This is an optimization exercise on Yosys and OpenROAD, whose aim is a short achievable clock period and few clock cycles per item, not a production implementation. In this exercise RTL edits were held to simulation tests only and were not proved equivalent to the original. Power figures rest on the tool's default switching activity, not on a simulated workload.

===== design.v =====
package rv_isa_pkg;
    typedef logic [2:0] funct3_t;   
    typedef logic [4:0] reg_idx_t;  
    typedef enum logic [6:0] {
        opc_op     = 7'b0110011,  
        opc_op_imm = 7'b0010011,  
        opc_load   = 7'b0000011,
        opc_store  = 7'b0100011,
        opc_branch = 7'b1100011,
        opc_jal    = 7'b1101111,
        opc_jalr   = 7'b1100111,
        opc_lui    = 7'b0110111,
        opc_auipc  = 7'b0010111,
        opc_other  = 7'b0000000   
    } opcode_t;
    typedef enum logic [3:0] {
        alu_add,
        alu_sub,
        alu_sll,
        alu_slt,
        alu_sltu,
        alu_xor,
        alu_srl,
        alu_sra,
        alu_or,
        alu_and,
        alu_pass_b  
    } alu_op_t;
    typedef enum logic [1:0] {
        wb_alu,
        wb_load,
        wb_pc_plus4
    } wb_sel_t;
endpackage
package cpu_types_pkg;
    typedef logic [31:0] word_t;      
    typedef logic [3:0]  byte_mask_t;  
    typedef enum logic [2:0] {
        st_fetch_req,   
        st_fetch_wait,  
        st_decode,      
        st_execute,     
        st_mem_wait,    
        st_load_wb,     
        st_next         
    } seq_state_t;
    localparam int CYCLES_PER_INSTR = 7;
endpackage
`timescale 1ns/1ps
module cpu_sequencer #(
    parameter cpu_types_pkg::word_t RESET_PC = '0
) (
    input  logic                 clk,
    input  logic                 rst,
    input  cpu_types_pkg::word_t instr_out,
    input  logic                 is_load,
    input  logic                 is_store,
    input  logic                 is_branch,
    input  logic                 is_jal,
    input  logic                 is_jalr,
    input  logic                 branch_taken,
    input  logic                 rd_we,
    input  cpu_types_pkg::word_t imm,
    input  cpu_types_pkg::word_t alu_result,
    output logic                 instr_read,
    output logic                 data_read,
    output cpu_types_pkg::word_t instr_addr,
    output logic                 instr_load,
    output logic                 reg_we_alu,
    output logic                 reg_we_load,
    output logic                 mem_write_en
);
    cpu_types_pkg::seq_state_t state;
    cpu_types_pkg::seq_state_t state_nx;
    cpu_types_pkg::word_t      pc_next;    
    cpu_types_pkg::word_t      pc_target;
    always_comb
    begin
        case (state)
            cpu_types_pkg::st_fetch_req:  state_nx = cpu_types_pkg::st_fetch_wait;
            cpu_types_pkg::st_fetch_wait: state_nx = cpu_types_pkg::st_decode;
            cpu_types_pkg::st_decode:     state_nx = cpu_types_pkg::st_execute;
            cpu_types_pkg::st_execute:    state_nx = cpu_types_pkg::st_mem_wait;
            cpu_types_pkg::st_mem_wait:   state_nx = cpu_types_pkg::st_load_wb;
            cpu_types_pkg::st_load_wb:    state_nx = cpu_types_pkg::st_next;
            default:       state_nx = cpu_types_pkg::st_fetch_req;
        endcase
    end
    always_comb
    begin
        if ((is_branch && branch_taken) || is_jal)
            pc_target = instr_addr + imm;             
        else if (is_jalr)
            pc_target = {alu_result[31:1], 1'b0};     
        else
            pc_target = instr_addr + 32'd4;
    end
    always_ff @(posedge clk)
    begin
        if (rst)
        begin
            state      <= cpu_types_pkg::st_fetch_req;
            instr_addr <= RESET_PC;
            pc_next    <= RESET_PC;
        end
        else
        begin
            state <= state_nx;
            if (state == cpu_types_pkg::st_execute)
                pc_next <= pc_target;
            if (state == cpu_types_pkg::st_next)
                instr_addr <= pc_next;  
        end
    end
    assign instr_read   = (state == cpu_types_pkg::st_fetch_req);
    assign instr_load   = (state == cpu_types_pkg::st_decode);
    assign data_read    = (state == cpu_types_pkg::st_execute) && is_load;
    assign mem_write_en = (state == cpu_types_pkg::st_execute) && is_store;
    assign reg_we_alu   = (state == cpu_types_pkg::st_execute) && rd_we && !is_load;
    assign reg_we_load  = (state == cpu_types_pkg::st_load_wb) && rd_we && is_load;
endmodule
`timescale 1ns/1ps
module instr_decoder (
    input  logic                 clk,
    input  logic                 rst,
    input  logic                 instr_load,
    input  cpu_types_pkg::word_t instr_out,
    output rv_isa_pkg::reg_idx_t rs1,
    output rv_isa_pkg::reg_idx_t rs2,
    output rv_isa_pkg::reg_idx_t rd,
    output rv_isa_pkg::funct3_t  funct3,
    output cpu_types_pkg::word_t imm,
    output rv_isa_pkg::alu_op_t  alu_op,
    output logic                 use_imm,
    output logic                 use_pc,
    output rv_isa_pkg::wb_sel_t  wb_sel,
    output logic                 rd_we,
    output logic                 is_load,
    output logic                 is_store,
    output logic                 is_branch,
    output logic                 is_jal,
    output logic                 is_jalr
);
    cpu_types_pkg::word_t   ir;        
    rv_isa_pkg::opcode_t opcode;
    rv_isa_pkg::alu_op_t arith_op;  
    cpu_types_pkg::word_t   imm_i;
    cpu_types_pkg::word_t   imm_s;
    cpu_types_pkg::word_t   imm_b;
    cpu_types_pkg::word_t   imm_u;
    cpu_types_pkg::word_t   imm_j;
    always_ff @(posedge clk)
    begin
        if (rst)
            ir <= '0;
        else if (instr_load)
            ir <= instr_out;
    end
    assign opcode = rv_isa_pkg::opcode_t'(ir[6:0]);
    assign rd     = ir[11:7];
    assign funct3 = ir[14:12];
    assign rs1    = ir[19:15];
    assign rs2    = ir[24:20];
    assign imm_i = {{20{ir[31]}}, ir[31:20]};                 
    assign imm_s = {{20{ir[31]}}, ir[31:25], ir[11:7]};
    assign imm_b = {{19{ir[31]}}, ir[31], ir[7], ir[30:25], ir[11:8], 1'b0};
    assign imm_u = {ir[31:12], 12'b0};
    assign imm_j = {{11{ir[31]}}, ir[31], ir[19:12], ir[20], ir[30:21], 1'b0};
    always_comb
    begin
        case (funct3)
            3'b000:  arith_op = (opcode == rv_isa_pkg::opc_op && ir[30]) ? rv_isa_pkg::alu_sub : rv_isa_pkg::alu_add;  
            3'b001:  arith_op = rv_isa_pkg::alu_sll;
            3'b010:  arith_op = rv_isa_pkg::alu_slt;
            3'b011:  arith_op = rv_isa_pkg::alu_sltu;
            3'b100:  arith_op = rv_isa_pkg::alu_xor;
            3'b101:  arith_op = ir[30] ? rv_isa_pkg::alu_sra : rv_isa_pkg::alu_srl;
            3'b110:  arith_op = rv_isa_pkg::alu_or;
            default: arith_op = rv_isa_pkg::alu_and;
        endcase
    end
    assign is_load   = (opcode == rv_isa_pkg::opc_load);
    assign is_store  = (opcode == rv_isa_pkg::opc_store);
    assign is_branch = (opcode == rv_isa_pkg::opc_branch);
    assign is_jal    = (opcode == rv_isa_pkg::opc_jal);
    assign is_jalr   = (opcode == rv_isa_pkg::opc_jalr);
    assign use_pc    = (opcode == rv_isa_pkg::opc_auipc);
    assign use_imm   = !(opcode == rv_isa_pkg::opc_op || is_branch);  
    always_comb
    begin
        alu_op = rv_isa_pkg::alu_add;
        imm    = imm_i;
        wb_sel = rv_isa_pkg::wb_alu;
        rd_we  = 1'b1;
        case (opcode)
            rv_isa_pkg::opc_op, rv_isa_pkg::opc_op_imm: alu_op = arith_op;
            rv_isa_pkg::opc_load:           wb_sel = rv_isa_pkg::wb_load;
            rv_isa_pkg::opc_store:
            begin
                imm   = imm_s;
                rd_we = 1'b0;
            end
            rv_isa_pkg::opc_branch:
            begin
                imm   = imm_b;
                rd_we = 1'b0;
                case (funct3[2:1])
                    2'b10:   alu_op = rv_isa_pkg::alu_slt;   
                    2'b11:   alu_op = rv_isa_pkg::alu_sltu;  
                    default: alu_op = rv_isa_pkg::alu_sub;   
                endcase
            end
            rv_isa_pkg::opc_jal:
            begin
                imm    = imm_j;
                wb_sel = rv_isa_pkg::wb_pc_plus4;
            end
            rv_isa_pkg::opc_jalr:           wb_sel = rv_isa_pkg::wb_pc_plus4;
            rv_isa_pkg::opc_lui:
            begin
                imm    = imm_u;
                alu_op = rv_isa_pkg::alu_pass_b;
            end
            rv_isa_pkg::opc_auipc:          imm = imm_u;
            default:            rd_we = 1'b0;  
        endcase
        if (rd == '0)
            rd_we = 1'b0;  
    end
endmodule
`timescale 1ns/1ps
module reg_file (
    input  logic                 clk,
    input  logic                 rst,
    input  logic                 we,
    input  rv_isa_pkg::reg_idx_t waddr,
    input  rv_isa_pkg::reg_idx_t raddr1,
    input  rv_isa_pkg::reg_idx_t raddr2,
    input  cpu_types_pkg::word_t wdata,
    output cpu_types_pkg::word_t rdata1,
    output cpu_types_pkg::word_t rdata2
);
    cpu_types_pkg::word_t regs [1:31];  
    always_ff @(posedge clk)
    begin
        if (rst)
        begin
            for (int i = 1; i < 32; i++)
                regs[i] <= '0;
        end
        else if (we && waddr != '0)
            regs[waddr] <= wdata;
    end
    assign rdata1 = (raddr1 == '0) ? '0 : regs[raddr1];
    assign rdata2 = (raddr2 == '0) ? '0 : regs[raddr2];
endmodule
`timescale 1ns/1ps
module alu (
    input  rv_isa_pkg::alu_op_t  op,
    input  cpu_types_pkg::word_t a,
    input  cpu_types_pkg::word_t b,
    input  rv_isa_pkg::funct3_t  funct3,
    output cpu_types_pkg::word_t result,
    output logic                 branch_taken
);
    logic [4:0] shamt;
    logic       eq;
    logic       lt;   
    logic       ltu;  
    assign shamt = b[4:0];
    assign eq    = (a == b);
    assign lt    = ($signed(a) < $signed(b));
    assign ltu   = (a < b);
    always_comb
    begin
        case (op)
            rv_isa_pkg::alu_sub:    result = a - b;
            rv_isa_pkg::alu_sll:    result = a << shamt;
            rv_isa_pkg::alu_slt:    result = {31'b0, lt};
            rv_isa_pkg::alu_sltu:   result = {31'b0, ltu};
            rv_isa_pkg::alu_xor:    result = a ^ b;
            rv_isa_pkg::alu_srl:    result = a >> shamt;
            rv_isa_pkg::alu_sra:    result = $signed(a) >>> shamt;  
            rv_isa_pkg::alu_or:     result = a | b;
            rv_isa_pkg::alu_and:    result = a & b;
            rv_isa_pkg::alu_pass_b: result = b;
            default:    result = a + b;
        endcase
    end
    always_comb
    begin
        case (funct3)
            3'b000:  branch_taken = eq;    
            3'b001:  branch_taken = !eq;   
            3'b100:  branch_taken = lt;    
            3'b101:  branch_taken = !lt;   
            3'b110:  branch_taken = ltu;   
            3'b111:  branch_taken = !ltu;  
            default: branch_taken = 1'b0;
        endcase
    end
endmodule
`timescale 1ns/1ps
module load_store_unit (
    input  logic                      clk,
    input  logic                      rst,
    input  logic                      mem_write_en,
    input  rv_isa_pkg::funct3_t       funct3,
    input  cpu_types_pkg::word_t      addr,
    input  cpu_types_pkg::word_t      store_data,
    input  cpu_types_pkg::word_t      data_out,
    output cpu_types_pkg::byte_mask_t data_write,
    output cpu_types_pkg::word_t      data_in,
    output cpu_types_pkg::word_t      load_value
);
    logic [1:0] off;     
    cpu_types_pkg::byte_mask_t mask;
    cpu_types_pkg::word_t      rdata_q;
    cpu_types_pkg::word_t      byte_sh;
    logic [15:0] half;
    assign off = addr[1:0];
    always_comb
    begin
        mask    = '0;
        data_in = store_data;
        case (funct3)
            3'b000:
            begin
                mask    = 4'b0001 << off;                           
                data_in = {24'b0, store_data[7:0]} << {off, 3'b0};
            end
            3'b001:
            begin
                if (!off[0])
                    mask = off[1] ? 4'b1100 : 4'b0011;              
                data_in = {16'b0, store_data[15:0]} << {off[1], 4'b0};
            end
            3'b010:
                if (off == 2'b00)
                    mask = 4'b1111;                                 
            default: mask = '0;
        endcase
    end
    assign data_write = mem_write_en ? mask : '0;  
    always_ff @(posedge clk)
    begin
        if (rst)
            rdata_q <= '0;
        else
            rdata_q <= data_out;
    end
    assign byte_sh = rdata_q >> {off, 3'b0};
    assign half    = off[1] ? rdata_q[31:16] : rdata_q[15:0];
    always_comb
    begin
        case (funct3)
            3'b000:  load_value = {{24{byte_sh[7]}}, byte_sh[7:0]};  
            3'b001:  load_value = {{16{half[15]}}, half};             
            3'b100:  load_value = {24'b0, byte_sh[7:0]};              
            3'b101:  load_value = {16'b0, half};                      
            default: load_value = rdata_q;                            
        endcase
    end
endmodule
`timescale 1ns/1ps
module cpu_top #(
    parameter cpu_types_pkg::word_t RESET_PC = '0
) (
    input  logic                      clk,
    input  logic                      rst,
    input  cpu_types_pkg::word_t      instr_out,
    input  cpu_types_pkg::word_t      data_out,
    output logic                      instr_read,
    output logic                      data_read,
    output cpu_types_pkg::word_t      instr_addr,
    output cpu_types_pkg::word_t      data_addr,
    output cpu_types_pkg::word_t      data_in,
    output cpu_types_pkg::byte_mask_t data_write
);
    rv_isa_pkg::reg_idx_t rs1;
    rv_isa_pkg::reg_idx_t rs2;
    rv_isa_pkg::reg_idx_t rd;
    rv_isa_pkg::funct3_t  funct3;
    rv_isa_pkg::alu_op_t  alu_op;
    rv_isa_pkg::wb_sel_t  wb_sel;
    cpu_types_pkg::word_t    imm;
    cpu_types_pkg::word_t    rs1_data;
    cpu_types_pkg::word_t    rs2_data;
    cpu_types_pkg::word_t    alu_a;
    cpu_types_pkg::word_t    alu_b;
    cpu_types_pkg::word_t    alu_result;
    cpu_types_pkg::word_t    load_value;
    cpu_types_pkg::word_t    reg_wdata;
    logic     use_imm;
    logic     use_pc;
    logic     rd_we;
    logic     is_load;
    logic     is_store;
    logic     is_branch;
    logic     is_jal;
    logic     is_jalr;
    logic     branch_taken;
    logic     instr_load;
    logic     reg_we_alu;
    logic     reg_we_load;
    logic     mem_write_en;
    assign alu_a     = use_pc ? instr_addr : rs1_data;  
    assign alu_b     = use_imm ? imm : rs2_data;
    assign data_addr = alu_result;                      
    always_comb
    begin
        case (wb_sel)
            rv_isa_pkg::wb_load:     reg_wdata = load_value;
            rv_isa_pkg::wb_pc_plus4: reg_wdata = instr_addr + 32'd4;  
            default:     reg_wdata = alu_result;
        endcase
    end
    cpu_sequencer #(.RESET_PC(RESET_PC)) u_seq (
        .clk, .rst, .instr_out,
        .is_load, .is_store, .is_branch, .is_jal, .is_jalr, .branch_taken, .rd_we,
        .imm, .alu_result,
        .instr_read, .data_read, .instr_addr,
        .instr_load, .reg_we_alu, .reg_we_load, .mem_write_en
    );
    instr_decoder u_dec (
        .clk, .rst, .instr_load, .instr_out,
        .rs1, .rs2, .rd, .funct3, .imm, .alu_op, .use_imm, .use_pc, .wb_sel,
        .rd_we, .is_load, .is_store, .is_branch, .is_jal, .is_jalr
    );
    reg_file u_rf (
        .clk, .rst,
        .we     (reg_we_alu | reg_we_load),
        .waddr  (rd),
        .raddr1 (rs1),
        .raddr2 (rs2),
        .wdata  (reg_wdata),
        .rdata1 (rs1_data),
        .rdata2 (rs2_data)
    );
    alu u_alu (
        .op (alu_op), .a (alu_a), .b (alu_b), .funct3,
        .result (alu_result), .branch_taken
    );
    load_store_unit u_lsu (
        .clk, .rst, .mem_write_en, .funct3,
        .addr (alu_result), .store_data (rs2_data), .data_out,
        .data_write, .data_in, .load_value
    );
endmodule

===== run.sh =====
#!/bin/bash
# synth_recipe.tcl (not shown) runs the flow's synth.tcl, then flattens the netlist and writes it again
# the make line also repeats each setting of config.mk as NAME=value (left out here)
make -C /OpenROAD-flow-scripts/flow DESIGN_CONFIG=/design/flow/config.mk WORK_HOME=/design/flow/orfs CLKGATE_MAP_FILE= SYNTH_SCRIPT=/design/flow/synth_recipe.tcl finish

===== config.mk =====
export PLATFORM = sky130hd
export DESIGN_NAME = cpu_top
export DESIGN_NICKNAME = cpu_top
export VERILOG_FILES = /design/flow/design.v
export SDC_FILE = /design/flow/constraint.sdc
export NUM_CORES = 4
export LEC_CHECK = 0
export CAP_MARGIN = 20
export CORE_MARGIN = 2
export CORE_UTILIZATION = 35
export SLEW_MARGIN = 20

===== constraint.sdc =====
create_clock -name core_clock -period 15.0 [get_ports {clk}]
set_input_delay 3.0000 -clock core_clock [delete_from_list [all_inputs] [get_ports {clk}]]
set_output_delay 3.0000 -clock core_clock [all_outputs]
set_load 0.01 [all_outputs]

==> impl_metrics.csv <==
group,metric,value,unit
run_status,outcome,"no timing/DRC/antenna violations",
power_and_ir_drop,irDropWorstVdd,0.100,mV
worst_setup_path,rr_worst_depth,22,
global_route,antenna_found_initial,11,
finish,fill_cells,19800,
finish,drive_gt1_share,19.4,%
worst_hold_path,hold_start,"u_seq.pc_next[20]",
worst_hold_path,hold_path_class,"reg2reg",
worst_setup_path,crit_arrival,10.26,ns
global_route,overflow,0,
floorplan,rows,167,
worst_setup_path,critPathRequiredTime,12.00,ns
placed_design,portBuffers,167,
sta,tightest_slew,1.22,ns
sta,setup_viol,0,
power_and_ir_drop,p_leak,0.0268,uW
worst_setup_path,cp_top_family,"compound AO/OA/AOI/OAI gates",
worst_setup_path,cp_common_cell,"nor3_1",
yosys,synthFlopType,"edfxtp_1",
yosys,synth-xor-area-share,0.963,%
yosys,synthArstFlopShare,0,%
clock_network,cts_hold_buf,0,
route,first_pass_iters,8,
floorplan,die-area,212000,um2
global_route,grt_max_degree,116,
yosys,synth_top_family_by_area,"multiplexers",
yosys,yosysSeqAreaShare,46.1,%
worst_setup_path,startpoint_type,"flip-flop",
route,first_iter_violations,10100,
clock_network,ctsLongestPathBuffers,3,
yosys,yosysWarningCount,6,
worst_setup_path,worstSetupPathType,"reg2out",
run,drv_cap,0,
yosys,syn_area,72800,um2
floorplan,die_x,460,um
worst_setup_path,cp_max_fo,48,
floorplan,die_h,460,um
clock_network,clk_latency,0.81,ns
sta,period_share,88.4,%
yosys,yosysTopAreaCell,"edfxtp_1",
placed_design,dp_slack,2.92,ns
yosys,synth_edf_count,1024,
worst_setup_path,slowest_stage,"dfxtp_4",
yosys,synth_compound_area_share,12.8,%
finish,final_common_cell,"edfxtp_1",
route,drcViolationCount,0,
worst_hold_path,hold_end,"u_seq.instr_addr[20]",
yosys,yosys-top-cells-area,"edfxtp_1 42%, mux4_2 18%, nor2_1 4.8%",
sta,final.setup.worst_slack,1.74,ns
worst_setup_path,slowest_delay,0.96,ns
yosys,ys_ff_latch,1165,
clock_network,htreeDepth,3,
global_route,grt_pass1_wl,446,mm
worst_setup_path,crit_buf_inv,3,
floorplan,ios,168,
yosys,synth_mux_area_share,20.1,%
placed_design,placed_area,77500,um2
yosys,synthDistinctLibCells,106,
route,wl_per_cell,35.3,um
route,wl,321,mm
clock_network,clock-sinks,1165,
clock_network,post_cts_buffers,0,
placed_design,gp_congestion,1.08,
worst_hold_path,whs_path_depth,2,
sta,drv_slew,0,
route,vias,60500,
yosys,synthSimpleGateAreaFrac,12.8,%
clock_network,cts-resized-gates,0,
floorplan,initial_core_util,35.2,%
sta,fin_crit,13.26,ns
power_and_ir_drop,power,8840,uW
clock_network,cts_tree,"built",
worst_setup_path,cp-end-kind,"output port",
finish,layout.nets,6488,
worst_setup_path,path_cells,"buf_4, mux4_2, mux2i_1, nor4_1, o32ai_1, nand2_1, ha_1, nor3_1, a211oi_1, a2111oi_0, buf_4, o31ai_1, and2_1, o21ai_0, nor3_1, nor3_1, nand4bb_2, o311ai_4, nand3_1, o22ai_1, clkdlybuf4s50_1",
yosys,yosys.area_share.adder,2.39,%
yosys,avgSynthCellArea,11.4,um2
clock_network,cts_root_buffer,"clkbuf_16",
floorplan,coreArea,207000,um2
route,ant_nets,0,
sta,tns,0,ns
finish,final_cell_area,81500,um2
placed_design,dp_hpwl,213,mm
yosys,postSynthCellCount,6358,
finish,area_delta_synth_final,12.0,%
route,viasPerCell,6.66,
global_route,grt_pass1_vias,57200,
sta,slew-limit-headroom,18.0,%
sta,clock.fmax,75.4,MHz
global_route,grt_usage,29.6,%
sta,rsz0062_at_grt,"false",
finish,final_cell_mix,"1,024 x edfxtp_1, 926 x nor2_1, 589 x mux4_2, 509 x nand2_1, 375 x a21oi_1",
power_and_ir_drop,p_per_area,109,nW/um2
clock_network,clkSlewWorstSetupHoldPaths,0.07,ns
sta,skew,0.0845,ns
yosys,yosysTopAreaCellShare,42.3,%
sta,whs,0.454,ns
worst_setup_path,r2r_setup_slack,5.11,ns
clock_network,numCtsBuffers,118,
worst_setup_path,rr_endpoint,"u_rf.regs[12][12]",
sta,final-hold-violation-count,0,
worst_setup_path,cp_num_cells,21,
## worst max-delay path by stage
stage,to
6_report,data_in[23]
5_1_grt,data_in[16]
4_1_cts,data_in[23]
3_5_place_dp,data_in[23]
3_3_place_gp,data_in[23]
2_1_floorplan,data_write[1]
## final cells by class
cell class | count | area (um2) | area share (%)
inverter | 152 | 573 | 0.703
timing repair buffer | 395 | 3580 | 4.40
clock buffer | 150 | 3170 | 3.89
sequential | 1165 | 33600 | 41.2
multi-input combinational | 4453 | 36400 | 44.7
antenna | 3 | 7.51 | 0.00922
tap | 2704 | 3380 | 4.15
clock inverter | 71 | 731 | 0.897
## cell usage after synthesis, drive strengths merged, types with 10 or more instances
cell type / instances
edfxtp: 1024
nor2: 933
mux4: 589
nand2: 540
a21oi: 412
clkbuf: 335
buf: 284
o21ai: 233
nand3: 156
nor3: 156
inv: 151
dfxtp: 141
o211ai: 138
ha: 134
mux2i: 111
a211oi: 98
nor4: 82
nor2b: 61
nand2b: 56
xnor2: 51
a21o: 46
a31oi: 42
o32ai: 42
o31ai: 33
o22ai: 32
a22oi: 30
xor2: 29
a221oi: 28
o221ai: 25
and3: 23
nand4: 23
o21a: 20
and2: 19
mux2: 19
o2111ai: 18
o21bai: 18
a21boi: 15
a32oi: 15
or2: 14
a222oi: 13
o311ai: 13
nor3b: 12
a2111oi: 10
or3: 10
## sequential cells by signal, summed over array words and instances (netlist names), named ones only
signal and cells:
u_rf.regs 1024, u_dec.ir 32, u_lsu.rdata_q 32, u_seq.instr_addr 32, u_seq.pc_next 32, u_seq.state 3
## per-stage QoR
| stage | std cells | utilization [%] |
|---|---|---|
| final | 9093 | 39.4 |
| after global placement | 8866 | 37.5 |
| after floorplan | 6389 | - |
| after CTS | 9087 | 39.3 |
| after global routing | 9091 | 39.4 |
| after detailed placement | 8866 | 37.5 |
## tightest hold or removal path, delay by kind of cell, from the launching register on
family           cells  cell delay (ns)
AND/OR/NAND/NOR      1             0.05
AO/OA/AOI/OAI        1             0.05
flip-flops           1             0.31
## cell families after synthesis
group,count (synthesis)
and+or+nand+nor,2119
muxes,719
DFF,1165
adders and majority gates,137
AOI/OAI and AO/OA,1366
xor gates and xnor gates,80
buffers and inverters,771
other,1
## routing by layer
| metal | GRT usage, % | up-vias | share of wire, % |
|---|---|---|---|
| met5 | 0 | - | 0.041 |
| met4 | 17.9 | 10 | 7.4 |
| met3 | 7.61 | 1090 | 13 |
| met2 | 44.9 | 4801 | 44 |
| met1 | 38.0 | 30400 | 36 |
| li1 | - | 24300 | - |
## power by group
part / switching, uW / internal [uW] / leakage, uW
clock: 1380 / 1660 / 0.00191
combinational: 1430 / 647 / 0.0132
sequential: 92.9 / 3640 / 0.0117
Testbench counts, summed over its fixed seeds: cycles 71,555, instructions 10,229.

[what the ideal ports hide]
The flow's constraints put no driver on any port. The routed layout listed below was extracted and timed again, unchanged, in two steps. Step 1: set_driving_cell puts a clkbuf_16 on clk and a buf_2 on each other input, an assumption about the parent block. Step 2 also shifts input and output timing later by t, the mid clock arrival at the registers, as if the neighbouring blocks saw the same clock. Slacks: no drivers / after step 1 / after step 2; pairs: no drivers / after step 1.
shift t [ns]: 0.860
setup WS [ns]: 1.737 / 1.649 / 2.509
clock arrival spread, ns: 0.085 / 0.084
slew at the worst register clock pin (ns): 0.08 / 0.08
pins driven straight from the clock port: 1
After both steps this run still meets setup and hold. For this run, drivers alone change the setup slack by -0.088 ns; drivers and shift together by +0.772 ns.
